This design comes from an exercise in tuning for a short achievable clock period and few clock cycles on the open sky130 flow, not from production work.
In this exercise RTL edits were held to simulation tests only and were not proved equivalent to the original.
Power is estimated from default activity; no workload was simulated.

--- design.v ---
package apb_seq_pkg;
    localparam int addr_w     = 16;
    localparam int data_w     = 32;
    localparam int prog_depth = 32;
    localparam int pc_w       = 5;
    localparam int op_w       = 3;
    localparam int cmd_w      = op_w + addr_w + data_w;
    localparam logic [op_w-1:0] op_write  = 3'd0;
    localparam logic [op_w-1:0] op_read   = 3'd1;
    localparam logic [op_w-1:0] op_branch = 3'd2;
    localparam logic [op_w-1:0] op_goto   = 3'd3;
    localparam int st_w = 3;
    localparam logic [st_w-1:0] st_idle      = 3'd0;
    localparam logic [st_w-1:0] st_decode    = 3'd1;
    localparam logic [st_w-1:0] st_wait_xfer = 3'd2;
    localparam logic [st_w-1:0] st_finished  = 3'd3;
    localparam logic [st_w-1:0] st_failed    = 3'd4;
    localparam int op_lsb     = addr_w + data_w;
    localparam int addr_lsb   = data_w;
    localparam int target_lsb = addr_w + data_w - pc_w;
endpackage
`timescale 1ns/1ps
import apb_seq_pkg::*;
module cmd_store (
    input  logic             clk,
    input  logic             load_en,
    input  logic [pc_w-1:0]  load_addr,
    input  logic [cmd_w-1:0] load_word,
    input  logic [pc_w-1:0]  rd_addr0,
    input  logic [pc_w-1:0]  rd_addr1,
    output logic [cmd_w-1:0] rd_word0,
    output logic [cmd_w-1:0] rd_word1,
    output logic [cmd_w-1:0] word_first
);
    logic [cmd_w-1:0] mem [prog_depth];
    always_ff @(posedge clk) begin
        if (load_en) begin
            mem[load_addr] <= load_word;
        end
    end
    assign rd_word0   = mem[rd_addr0];
    assign rd_word1   = mem[rd_addr1];
    assign word_first = mem[0];
endmodule
`timescale 1ns/1ps
import apb_seq_pkg::*;
module apb_master (
    input  logic              clk,
    input  logic              rst_n,
    input  logic              start_ok,
    input  logic              first_xfer,
    input  logic [cmd_w-1:0]  word_first,
    input  logic              forked,
    input  logic              cur,
    input  logic [1:0]        nb_valid,
    input  logic [1:0]        nb_kind0,
    input  logic [1:0]        nb_kind1,
    input  logic [addr_w-1:0] nb_addr0,
    input  logic [addr_w-1:0] nb_addr1,
    input  logic [data_w-1:0] nb_data0,
    input  logic [data_w-1:0] nb_data1,
    output logic              take,
    output logic              resolve,
    output logic              nc,
    output logic              running,
    output logic              flag,
    output logic              rd_busy,
    output logic              rd_last,
    output logic              done,
    output logic              error,
    output logic [addr_w-1:0] paddr,
    output logic              psel,
    output logic              penable,
    output logic              pwrite,
    output logic [data_w-1:0] pwdata,
    input  logic              pready,
    input  logic [data_w-1:0] prdata,
    input  logic              pslverr
);
    logic       complete;
    logic       nvalid;
    logic [1:0] nkind;
    logic       load_req;
    assign complete = psel && penable && pready;
    assign nc       = forked ? |prdata : cur;
    assign nvalid   = nb_valid[nc];
    assign nkind    = nc ? nb_kind1 : nb_kind0;
    assign take     = running && ((complete && !pslverr) || !psel) && nvalid;
    assign resolve  = complete && forked;
    assign rd_busy  = psel && !pwrite;
    assign rd_last  = complete && !pwrite;
    always_ff @(posedge clk or negedge rst_n) begin
        if (!rst_n) begin
            psel    <= 1'b0;
            penable <= 1'b0;
            done    <= 1'b0;
            error   <= 1'b0;
            running <= 1'b0;
            flag    <= 1'b0;
        end else if (start_ok) begin
            done    <= 1'b0;
            error   <= 1'b0;
            running <= 1'b1;
            psel    <= first_xfer;
            penable <= 1'b0;
        end else if (running) begin
            if (psel && !penable) begin
                penable <= 1'b1;
            end else if (complete && pslverr) begin
                error   <= 1'b1;
                running <= 1'b0;
                psel    <= 1'b0;
                penable <= 1'b0;
            end else if (complete || !psel) begin
                if (complete && !pwrite) begin
                    flag <= |prdata;
                end
                penable <= 1'b0;
                psel    <= nvalid && !nkind[1];
                if (nvalid && nkind[1]) begin
                    running <= 1'b0;
                    done    <= !nkind[0];
                    error   <= nkind[0];
                end
            end
        end
    end
    assign load_req = start_ok || !psel || complete;
    always_ff @(posedge clk) begin
        if (load_req) begin
            if (start_ok) begin
                paddr  <= word_first[addr_lsb +: addr_w];
                pwdata <= word_first[data_w-1:0];
                pwrite <= word_first[op_lsb +: op_w] == op_write;
            end else begin
                paddr  <= nc ? nb_addr1 : nb_addr0;
                pwdata <= nc ? nb_data1 : nb_data0;
                pwrite <= (nc ? nb_kind1 : nb_kind0) == 2'd0;
            end
        end
    end
endmodule
`timescale 1ns/1ps
import apb_seq_pkg::*;
module seq_control (
    input  logic              clk,
    input  logic              rst_n,
    input  logic              start_ok,
    input  logic              first_xfer,
    input  logic [pc_w:0]     prog_len,
    input  logic              running,
    input  logic              flag,
    input  logic              rd_busy,
    input  logic              rd_last,
    input  logic [cmd_w-1:0]  rd_word0,
    input  logic [cmd_w-1:0]  rd_word1,
    output logic [pc_w-1:0]   rd_addr0,
    output logic [pc_w-1:0]   rd_addr1,
    input  logic              take,
    input  logic              resolve,
    input  logic              nc,
    output logic              cur,
    output logic              forked,
    output logic [1:0]        nb_valid,
    output logic [1:0]        nb_kind0,
    output logic [1:0]        nb_kind1,
    output logic [addr_w-1:0] nb_addr0,
    output logic [addr_w-1:0] nb_addr1,
    output logic [data_w-1:0] nb_data0,
    output logic [data_w-1:0] nb_data1
);
    localparam logic [1:0] k_write = 2'd0;
    localparam logic [1:0] k_read  = 2'd1;
    localparam logic [1:0] k_done  = 2'd2;
    localparam logic [1:0] k_err   = 2'd3;
    logic [pc_w:0] plen;
    logic [pc_w:0] ptr [2];
    logic [pc_w:0] ptr_nx [2];
    logic [1:0]    prod;
    logic [1:0]    prod_kind [2];
    logic          fork_go;
    logic [pc_w:0] fork_fall;
    logic [pc_w:0] fork_tgt;
    logic          flag_known;
    assign rd_addr0 = ptr[0][pc_w-1:0];
    assign rd_addr1 = ptr[1][pc_w-1:0];
    logic [1:0]       cur_kind;
    logic [1:0]       fgo;
    logic [pc_w:0]    ffall [2];
    logic [pc_w:0]    ftgt [2];
    assign cur_kind   = cur ? nb_kind1 : nb_kind0;
    assign flag_known = !(nb_valid[cur] && cur_kind == k_read) && !rd_busy;
    fetch_path #(.taken(1'b0)) u_path0 (
        .act        (running && (forked || !cur)),
        .forked     (forked),
        .flag       (flag),
        .flag_known (flag_known),
        .rd_last    (rd_last),
        .plen       (plen),
        .ptr        (ptr[0]),
        .full       (nb_valid[0]),
        .full_rd    (nb_kind0 == k_read),
        .word       (rd_word0),
        .ptr_nx     (ptr_nx[0]),
        .prod       (prod[0]),
        .prod_kind  (prod_kind[0]),
        .fork_go    (fgo[0]),
        .fork_fall  (ffall[0]),
        .fork_tgt   (ftgt[0])
    );
    fetch_path #(.taken(1'b1)) u_path1 (
        .act        (running && (forked || cur)),
        .forked     (forked),
        .flag       (flag),
        .flag_known (flag_known),
        .rd_last    (rd_last),
        .plen       (plen),
        .ptr        (ptr[1]),
        .full       (nb_valid[1]),
        .full_rd    (nb_kind1 == k_read),
        .word       (rd_word1),
        .ptr_nx     (ptr_nx[1]),
        .prod       (prod[1]),
        .prod_kind  (prod_kind[1]),
        .fork_go    (fgo[1]),
        .fork_fall  (ffall[1]),
        .fork_tgt   (ftgt[1])
    );
    assign fork_go   = |fgo;
    assign fork_fall = cur ? ffall[1] : ffall[0];
    assign fork_tgt  = cur ? ftgt[1] : ftgt[0];
    always_ff @(posedge clk or negedge rst_n) begin
        if (!rst_n) begin
            ptr[0]   <= '0;
            ptr[1]   <= '0;
            cur      <= 1'b0;
            forked   <= 1'b0;
            nb_valid <= 2'b00;
            plen     <= '0;
        end else if (start_ok) begin
            plen     <= prog_len;
            ptr[0]   <= first_xfer ? 6'd1 : 6'd0;
            ptr[1]   <= first_xfer ? 6'd1 : 6'd0;
            forked   <= 1'b0;
            nb_valid <= 2'b00;
        end else begin
            if (fork_go) begin
                ptr[0] <= fork_fall;
                ptr[1] <= fork_tgt;
                forked <= 1'b1;
            end else begin
                ptr[0] <= ptr_nx[0];
                ptr[1] <= ptr_nx[1];
            end
            for (int f = 0; f < 2; f++) begin
                if (prod[f]) nb_valid[f] <= 1'b1;
                else if (take && nc == (f == 1)) nb_valid[f] <= 1'b0;
            end
            if (resolve) begin
                forked <= 1'b0;
                cur    <= nc;
                nb_valid[!nc] <= 1'b0;
            end
        end
    end
    always_ff @(posedge clk) begin
        if (prod[0]) begin
            nb_kind0 <= prod_kind[0];
            nb_addr0 <= rd_word0[addr_lsb +: addr_w];
            nb_data0 <= rd_word0[data_w-1:0];
        end
        if (prod[1]) begin
            nb_kind1 <= prod_kind[1];
            nb_addr1 <= rd_word1[addr_lsb +: addr_w];
            nb_data1 <= rd_word1[data_w-1:0];
        end
    end
endmodule
module fetch_path #(
    parameter logic taken = 1'b0
) (
    input  logic             act,
    input  logic             forked,
    input  logic             flag,
    input  logic             flag_known,
    input  logic             rd_last,
    input  logic [pc_w:0]    plen,
    input  logic [pc_w:0]    ptr,
    input  logic             full,
    input  logic             full_rd,
    input  logic [cmd_w-1:0] word,
    output logic [pc_w:0]    ptr_nx,
    output logic             prod,
    output logic [1:0]       prod_kind,
    output logic             fork_go,
    output logic [pc_w:0]    fork_fall,
    output logic [pc_w:0]    fork_tgt
);
    logic [op_w-1:0] op;
    logic [pc_w:0]   tgt;
    logic [pc_w:0]   inc;
    assign op  = word[op_lsb +: op_w];
    assign tgt = {1'b0, word[target_lsb +: pc_w]};
    assign inc = ptr + 1'b1;
    assign fork_fall = inc;
    assign fork_tgt  = tgt;
    always_comb begin
        ptr_nx    = ptr;
        prod      = 1'b0;
        prod_kind = 2'd3;
        fork_go   = 1'b0;
        if (act) begin
            if (ptr >= plen) begin
                prod      = !full;
                prod_kind = 2'd2;
            end else if (op == op_write || op == op_read) begin
                prod      = !full;
                prod_kind = (op == op_read) ? 2'd1 : 2'd0;
                if (!full) ptr_nx = inc;
            end else if (op == op_goto) begin
                ptr_nx = tgt;
            end else if (op == op_branch) begin
                if (forked) begin
                    if (!(full && full_rd)) ptr_nx = taken ? tgt : inc;
                end else if (flag_known) begin
                    ptr_nx = flag ? tgt : inc;
                end else if (!full && !rd_last) begin
                    fork_go = 1'b1;
                end
            end else begin
                prod      = !full;
                prod_kind = 2'd3;
            end
        end
    end
endmodule
`timescale 1ns/1ps
import apb_seq_pkg::*;
module apb_seq_top (
    input  logic              clk,
    input  logic              rst_n,
    input  logic              load_en,
    input  logic [pc_w-1:0]   load_addr,
    input  logic [cmd_w-1:0]  load_word,
    input  logic [pc_w:0]     prog_len,
    input  logic              start,
    output logic              done,
    output logic              error,
    output logic [addr_w-1:0] paddr,
    output logic              psel,
    output logic              penable,
    output logic              pwrite,
    output logic [data_w-1:0] pwdata,
    input  logic              pready,
    input  logic [data_w-1:0] prdata,
    input  logic              pslverr
);
    logic [pc_w-1:0]   rd_addr0, rd_addr1;
    logic [cmd_w-1:0]  rd_word0, rd_word1, word_first;
    logic              start_ok, first_xfer;
    logic              running, flag, rd_busy, rd_last;
    logic              take, resolve, nc, cur, forked;
    logic [1:0]        nb_valid, nb_kind0, nb_kind1;
    logic [addr_w-1:0] nb_addr0, nb_addr1;
    logic [data_w-1:0] nb_data0, nb_data1;
    logic [op_w-1:0]   op_first;
    assign start_ok   = start && !running;
    assign op_first   = word_first[op_lsb +: op_w];
    assign first_xfer = (prog_len != '0) && (op_first == op_write || op_first == op_read);
    cmd_store u_store (
        .clk        (clk),
        .load_en    (load_en),
        .load_addr  (load_addr),
        .load_word  (load_word),
        .rd_addr0   (rd_addr0),
        .rd_addr1   (rd_addr1),
        .rd_word0   (rd_word0),
        .rd_word1   (rd_word1),
        .word_first (word_first)
    );
    seq_control u_ctrl (
        .clk        (clk),
        .rst_n      (rst_n),
        .start_ok   (start_ok),
        .first_xfer (first_xfer),
        .prog_len   (prog_len),
        .running    (running),
        .flag       (flag),
        .rd_busy    (rd_busy),
        .rd_last    (rd_last),
        .rd_word0   (rd_word0),
        .rd_word1   (rd_word1),
        .rd_addr0   (rd_addr0),
        .rd_addr1   (rd_addr1),
        .take       (take),
        .resolve    (resolve),
        .nc         (nc),
        .cur        (cur),
        .forked     (forked),
        .nb_valid   (nb_valid),
        .nb_kind0   (nb_kind0),
        .nb_kind1   (nb_kind1),
        .nb_addr0   (nb_addr0),
        .nb_addr1   (nb_addr1),
        .nb_data0   (nb_data0),
        .nb_data1   (nb_data1)
    );
    apb_master u_apb (
        .clk        (clk),
        .rst_n      (rst_n),
        .start_ok   (start_ok),
        .first_xfer (first_xfer),
        .word_first (word_first),
        .forked     (forked),
        .cur        (cur),
        .nb_valid   (nb_valid),
        .nb_kind0   (nb_kind0),
        .nb_kind1   (nb_kind1),
        .nb_addr0   (nb_addr0),
        .nb_addr1   (nb_addr1),
        .nb_data0   (nb_data0),
        .nb_data1   (nb_data1),
        .take       (take),
        .resolve    (resolve),
        .nc         (nc),
        .running    (running),
        .flag       (flag),
        .rd_busy    (rd_busy),
        .rd_last    (rd_last),
        .done       (done),
        .error      (error),
        .paddr      (paddr),
        .psel       (psel),
        .penable    (penable),
        .pwrite     (pwrite),
        .pwdata     (pwdata),
        .pready     (pready),
        .prdata     (prdata),
        .pslverr    (pslverr)
    );
endmodule
--- run.sh ---
#!/bin/bash
# synth_recipe.tcl (not shown) runs the flow's synth.tcl, then flattens the netlist and writes it again
# the make line also repeats each setting of config.mk as NAME=value (left out here)
make -C /OpenROAD-flow-scripts/flow DESIGN_CONFIG=/design/flow/config.mk WORK_HOME=/design/flow/orfs CLKGATE_MAP_FILE= SYNTH_SCRIPT=/design/flow/synth_recipe.tcl finish
--- config.mk ---
export PLATFORM = sky130hd
export DESIGN_NAME = apb_seq_top
export DESIGN_NICKNAME = apb_seq_top
export VERILOG_FILES = /design/flow/design.v
export SDC_FILE = /design/flow/constraint.sdc
export NUM_CORES = 4
export LEC_CHECK = 0
export CAP_MARGIN = 20
export CORE_MARGIN = 2
export CORE_UTILIZATION = 40
export SLEW_MARGIN = 20
--- constraint.sdc ---
create_clock -name core_clock -period 4.0 [get_ports {clk}]
set_input_delay 0.8000 -clock core_clock [delete_from_list [all_inputs] [get_ports {clk}]]
set_output_delay 0.8000 -clock core_clock [all_outputs]
set_load 0.01 [all_outputs]
==> results.cfg, run 1 <==
[setup_path]
critPathSlowestCell = dfrtp_4
critical_path.cell_chain = buf_4, mux2i_1, a22oi_1, nand2_1, o21ai_1, nor2_1, nand4_1, a221oi_1, a2111oi_0, mux2_2
crit_arrival_ns = 4.44
cpPeakStageDelay_ns = 0.72
critPathCaptureType = flop
r2r_cells = 10
startpoint_type = flop
r2r-start = u_ctrl.ptr[0][1]$_DFFE_PN0P_
rrSetupSlack_ns = 0.28
crit_family = simple AND/OR/NAND/NOR gates
worstPathRequired_ns = 4.72
critPathMaxFanout = 25
worst-path-buf-inv = 1
critical_path_class = flop to flop
rr_endpoint = u_ctrl.ptr[1][2]$_DFFE_PN0P_

[route]
first_pass_iters = 8
drc = 0
viasPerCell = 6.23
routedWlPerCell_microns = 32.3
ant_nets = 0
vias = 48400
wl_microns = 250000
drt_iter0_markers = 5529

[clocking]
insertion_delay_ns = 0.85
cts_tree = built
cts_sinks = 1809
htreeDepth = 4
clk_path_buf_depth = 3
cts_setup_buffers = 0
cts_hold_buf = 0
post_cts_resized = 0
cts_buffers = 192
clkTransAtPathRegs_ns = 0.06
cts_root_buf = clkbuf_16

[synthesis]
synthMuxAreaShare_pct = 25.0
postSynthCellCount = 4638
ys_seq_area_share_pct = 65.0
ys_top_cells_by_area = edfxtp_1 64%, mux4_2 18%, mux2i_1 5.1%
synth_fa_ha_area_share_pct = 0.210
synth-compound-area-share_pct = 4.94
synth_top_area_share_pct = 64.1
synth_simple_gate_area_share_pct = 2.95
ys_warn_count = 11
synth_cell_types = 62
synth_ff_type = edfxtp_1
synth_top_family_by_area = multiplexers
synth_common_cells = 1,781 x edfxtp_1, 685 x mux4_2, 427 x mux2i_1
yosysMostFrequentCell = edfxtp_1
ys_ff_latch = 1809
synth_area_sq_mm = 0.0834
syn_avg_cell_area_sq_um = 18.0
synth_edf_count = 1781
synthArstFlopShare_pct = 1.55
syn_nets = 4752
synth_xor_area_share_pct = 0.0735
synth_largest_area_cell = edfxtp_1

[grt]
overflow = 0
grt_pass1_vias = 48800
grt_usage_pct = 23.5
antenna_found_initial = 16
grt_pass1_wl_microns = 356000
grt_max_degree = 117

[floorplanning]
ios = 153
core_area_sq_mm = 0.207
die-area_sq_mm = 0.212
die_h_microns = 461
initial_core_util_pct = 40.2
fp.dieW_microns = 461
rows = 167

[job]
drv_cap = 0

[sta]
slew_viol_final = 0
final_hold_viol_count = 0
fin_crit_sh_pct = 92.9
fmax_mhz = 269
finalSetupViolCount = 0
skew_ns = 0.0359
slew_headroom_pct = 21.0
worst_pin_slew_ns = 1.18
setup_ws_ns = 0.283
rsz0062_at_grt = no
period_needed_ns = 3.72

[final_layout]
drive_gt1_share_pct = 25.9
area_growth_pct = 14.3
fin_area_sq_mm = 0.0953
fin_nets = 4924

[run_status]
status = finished clean

[placed_design]
hpwl_microns = 134000
gp_congestion = 0.838
place_ws_ns = 0.441
io_buffers = 152
place_area_sq_mm = 0.0895

[power_and_ir_drop]
ir_worst_vdd_mv = 0.697
p_per_area_mw_per_mm2 = 704
p_leak_uw = 0.0303

[worst_hold_path]
min_to = u_store.mem[3][37]$_DFFE_PP_
min_path_cells = 1
min_from = load_word[37]
min_path_type = primary input to flop
## per-layer routing
metal  vias to the layer above  part of all wire [%]  global-route usage (%)
li1                      19800                     -                       -
met1                     25900                    40                    31.7
met2                      2235                    49                    39.0
met3                       401                   7.1                    3.53
met4                         6                   3.1                    7.71
met5                         -                 0.016                       0
## cell families (layout without fill, tap and decap cells)
kind of cell	count (synthesis)	count (layout)
xor gates and xnor gates	7	7
muxes	1213	1213
other	0	6
adders and majority gates	14	14
and+or+nand+nor	589	589
AOI/OAI and AO/OA	650	650
buffers and inverters	356	685
DFF	1809	1809
## placed cells by master (no fill, tap or decap), types with 8 or more instances in the layout
| cell | n |
|---|---|
| edfxtp_1 | 1781 |
| mux4_2 | 685 |
| mux2i_1 | 427 |
| nand2_1 | 418 |
| o21ai_0 | 212 |
| clkbuf_16 | 193 |
| a21oi_1 | 147 |
| o221ai_1 | 135 |
| clkdlybuf4s50_1 | 130 |
| mux2_2 | 101 |
| buf_4 | 88 |
| buf_12 | 75 |
| o22ai_1 | 54 |
| clkinv_1 | 52 |
| a22oi_1 | 48 |
| clkbuf_1 | 48 |
| nor2_4 | 32 |
| nor2_1 | 31 |
| clkinv_2 | 26 |
| nand3_1 | 25 |
| buf_2 | 22 |
| inv_1 | 18 |
| dfrtp_1 | 18 |
| ha_1 | 14 |
| bufinv_16 | 11 |
| nor3_1 | 10 |
| dfrtp_4 | 10 |
| nor4_1 | 9 |
| a221oi_1 | 8 |
## flip-flops by register name, indices dropped and copies added (netlist names), 2 cells and up
name and flops:
u_ctrl.nb_kind0 2, u_ctrl.nb_kind1 2, u_ctrl.plen 6, u_apb.paddr 16
u_store.mem 1632, u_ctrl.nb_addr1 16, u_ctrl.nb_valid 2, u_apb.pwdata 32
u_ctrl.nb_addr0 16, u_ctrl.nb_data0 32, u_ctrl.nb_data1 32, u_ctrl.ptr 12
## worst max path at each step
stage,endpoint,slack [ns],from,cells after the start
6_report,u_ctrl.ptr[1][2]$_DFFE_PN0P_,0.28,u_ctrl.ptr[0][1]$_DFFE_PN0P_,10
5_1_grt,u_ctrl.ptr[1][2]$_DFFE_PN0P_,0.14,u_ctrl.ptr[0][1]$_DFFE_PN0P_,10
4_1_cts,u_ctrl.ptr[1][2]$_DFFE_PN0P_,0.41,u_ctrl.ptr[0][1]$_DFFE_PN0P_,10
3_5_place_dp,u_ctrl.ptr[1][2]$_DFFE_PN0P_,0.44,u_ctrl.ptr[0][0]$_DFFE_PN0P_,11
3_3_place_gp,u_ctrl.ptr[1][2]$_DFFE_PN0P_,0.47,u_ctrl.ptr[0][0]$_DFFE_PN0P_,11
2_1_floorplan,u_store.mem[20][0]$_DFFE_PP_,-0.06,load_addr[1],3
## report_power, final
part           internal (uW)  switching [uW]  leakage [uW]
registers              22600             896        0.0165
logic                  11800           14700        0.0109
clock network           9600            7540       0.00290
total                  44000           23100        0.0303
## metrics by stage
stage          std cells  util (%)  power (uW)  hold slack [ns]  setup TNS (ns)
2_1_floorplan       4638         -       41900            0.470          -21.16
4_1_cts             7755      46.0       67500            0.476               0
3_5_place_dp        7404      43.2       50400            0.513               0
6_report            7761      46.0       67100            0.461               0
5_1_grt             7758      46.0       69900            0.467               0
3_3_place_gp        7404      43.2       50200            0.520               0
## cell type report
| type | instances | area, sq um |
|---|---|---|
| Antenna cell | 6 | 15.0 |
| Clock buffer | 241 | 5010 |
| Clock inverter | 110 | 963 |
| Fill cell | 17500 | 112000 |
| Inverter | 19 | 73.8 |
| Multi-Input combinational cell | 2473 | 28000 |
| Sequential cell | 1809 | 54200 |
| Tap cell | 2788 | 3490 |
| Timing Repair Buffer | 315 | 3570 |
Testbench counts, summed over its fixed seeds: cycles 86,476.
==> run 2, diff against run 1 <==
--- a/config.mk
+++ b/config.mk
@@ -8,4 +8,6 @@
 export CAP_MARGIN = 20
 export CORE_MARGIN = 2
 export CORE_UTILIZATION = 40
+export SETUP_SLACK_MARGIN = 2.0
 export SLEW_MARGIN = 20
+export TNS_END_PERCENT = 100
==> run 2 against run 1 <==
Combinational power increased by 58%. Cell count increased by 5.9%. First-iteration DRC count increased by 43%. Core utilization increased by 5.2 points. Flip-flop and latch count unchanged. Wire length increased by 25%. Synthesized cell count unchanged. Clock-buffer cell count decreased by 11. Clock skew decreased by 0.0087 ns. Non-clock buffer count increased by 455. Critical path depth increased by 2. Total power increased by 23%. Largest power group unchanged.
==> results.cfg, run 2 <==
[synthesis]
yosysMostFrequentCell = edfxtp_1
syn_avg_cell_area_sq_um = 18.0
synth_top_area_share_pct = 64.1
synth_edf_count = 1781
synth_ff_type = edfxtp_1
postSynthCellCount = 4638
synthMuxAreaShare_pct = 25.0
synth_largest_area_cell = edfxtp_1
synth_top_family_by_area = multiplexers
synth_simple_gate_area_share_pct = 2.95
synth_fa_ha_area_share_pct = 0.210
synth_xor_area_share_pct = 0.0735
syn_nets = 4752
ys_warn_count = 11
synth_common_cells = 1,781 x edfxtp_1, 685 x mux4_2, 427 x mux2i_1
ys_seq_area_share_pct = 65.0
synth_area_sq_mm = 0.0834
synth_cell_types = 62
synthArstFlopShare_pct = 1.55
ys_ff_latch = 1809
synth-compound-area-share_pct = 4.94
ys_top_cells_by_area = edfxtp_1 64%, mux4_2 18%, mux2i_1 5.1%

[sta]
rsz0062_at_grt = yes
slew_viol_final = 0
slew_headroom_pct = 24.7
period_needed_ns = 3.14
fmax_mhz = 318
setup_ws_ns = 0.857
setup_tns_ns = 0
skew_ns = 0.0272
final_hold_viol_count = 0
fin_crit_sh_pct = 78.6
worst_pin_slew_ns = 1.13
finalSetupViolCount = 0

[final_layout]
layout_commonest_cell = edfxtp_1
area_growth_pct = 27.3
regMostFlops = u_store.mem
layoutNonFillerInstCount = 8222
drive_gt1_share_pct = 40.2
multiInputGateArea_sq_mm = 0.0298
mostFrequentLayoutCells = 1,781 x edfxtp_1, 685 x mux4_2, 402 x mux2i_1, 362 x nand2_1, 224 x clkbuf_16
fin_nets = 5382
final-seq-area_sq_mm = 0.0542
largest_reg_flops = 1632
fill_cells = 16400

[setup_path]
critPathMaxFanout = 8
critical_path_class = flop to flop
critPathCaptureType = flop
worstPathRequired_ns = 4.75
startpoint_type = flop
crit_arrival_ns = 3.89

[power_and_ir_drop]
p_per_area_mw_per_mm2 = 779
p_leak_uw = 0.0353
ir_worst_vdd_mv = 0.593

[floorplanning]
rows = 167
core_area_sq_mm = 0.207
fp.dieW_microns = 461
initial_core_util_pct = 40.2
ios = 153
die-area_sq_mm = 0.212
die_h_microns = 461

[route]
wl_microns = 312000
ant_nets = 0
vias = 54200
drc = 0
drt_iter0_markers = 7925
routedWlPerCell_microns = 38.0
first_pass_iters = 5
viasPerCell = 6.60

[grt]
overflow = 0
grt_pass1_vias = 52300
grt_max_degree = 96
grtUsageMet3_pct = 5.98
antenna_found_initial = 18
grt_pass1_wl_microns = 416000
grt-busiest-layer = met2
met2_usage_pct = 44.6
grt_usage_pct = 28.3
grt_use_met1_pct = 37.7

[placed_design]
io_buffers = 152
dp.cells = 7393
hpwl_microns = 130000
gp_congestion = 0.877
place_ws_ns = 0.417

[clocking]
htreeDepth = 4
clk_path_buf_depth = 3
insertion_delay_ns = 0.86
cts_hold_buf = 0
cts_buffers = 192
cts_sinks = 1809
cts_root_buf = clkbuf_16
clkTransAtPathRegs_ns = 0.06
cts_tree = built

[worst_hold_path]
min_path_type = primary input to flop

[run_status]
status = finished clean

[job]
drv_cap = 0
==> run 2: stage by stage <==
step	cell area [sq um]	power [uW]	hold WS, ns	util [%]
global route	106000	84800	0.437	51.2
finish	106000	82800	0.397	51.2
CTS	103000	78600	0.356	49.9
floorplan	83800	42100	0.470	-
global placement	89400	50100	0.521	43.1
detailed placement	89400	50300	0.528	43.1
==> run 2: path summary, 6_finish.rpt <==
kind	to	depth (start not counted)	slack, ns	start
setup / recovery	u_ctrl.ptr[0][0]$_DFFE_PN0P_	12	0.86	u_ctrl.ptr[1][1]$_DFFE_PN0P_
hold / removal	u_apb.flag$_DFFE_PN0P_	5	0.40	prdata[10]
setup reg to reg	u_ctrl.ptr[0][0]$_DFFE_PN0P_	12	0.86	u_ctrl.ptr[1][1]$_DFFE_PN0P_
hold reg to reg	u_apb.pwdata[0]$_DFFE_PP_	2	0.58	u_store.mem[0][0]$_DFFE_PP_
max in group asynchronous	u_ctrl.forked$_DFFE_PN0P_	2	2.77	rst_n
min in group asynchronous	u_ctrl.plen[3]$_DFFE_PN0P_	1	0.47	rst_n
==> run 2: logic make-up (layout without fill, tap and decap cells) <==
group	count (synthesis)	after routing
simple gates	589	592
fa+ha+maj	14	14
buf+inv	356	1143
other cells	0	6
flops	1809	1809
xor+xnor	7	7
compound gates	650	650
mux	1213	1213
==> run 2: critical path, cell delays in order, from the launching register on <==
cell,delay [ns]
dfrtp_4,0.57
buf_12,0.18
buf_4,0.14
mux2i_1,0.12
a22oi_1,0.26
nand3_2,0.17
and4_4,0.24
nand4_1,0.22
nor3_2,0.08
buf_4,0.16
o32a_1,0.39
or2_1,0.29
a22o_1,0.21
==> run 2: power by group <==
group	total, uW	internal (uW)	leakage (uW)	switching, uW
clock	17700	10100	0.00300	7660
combinational	41600	20400	0.0158	21200
sequential	23400	22600	0.0165	840
total	82800	53100	0.0353	29700
==> run 2: area by class of cell <==
class / count / share of cell area, %
Antenna cell: 6 / 0.0141
Clock buffer: 230 / 4.72
Clock inverter: 124 / 1.07
Inverter: 19 / 0.0778
Multi-Input combinational cell: 2476 / 28.0
Sequential cell: 1809 / 51.1
Tap cell: 2788 / 3.28
Timing Repair Buffer: 770 / 11.8
==> run 2: layer usage <==
metal | up-vias | share of wire [%]
li1 | 20900 | -
met1 | 28700 | 37
met2 | 3828 | 46
met3 | 812 | 11
met4 | 20 | 5.5
met5 | - | 0.046
==> run 2: repair_timing <==
item	in CTS	in global routing
resized for setup	868	400
gates cloned	145	38
pin swaps	99	148
setup buffers	204	81
setup endpoints to repair	964	416

-- re-timing with driven ports --
Ports are ideal in the flow. The routed layouts listed here were re-timed in OpenROAD. Step 1 assumes that a clkbuf_16 drives the clock port and a buf_2 every other input. Step 2 moves the port delays by t, midway between the first and last clock arrival at a register: inputs arrive t later, outputs are due t later. That takes back most of the time a late clock gives input paths. a / b / c = no drivers / after step 1 / after step 2; a / b = the first two.
run	t, ns	slack for setup (ns)	hold WS [ns]
run 1	0.920	0.283 / 0.283 / 0.283	0.461 / 0.399 / 0.533
run 2	0.935	0.857 / 0.857 / 0.388	0.397 / 0.339 / 0.579
After both steps every run listed still meets setup and hold. For run 2, which loses most, drivers alone change the setup slack by 0.000 ns; drivers and shift together by -0.469 ns.
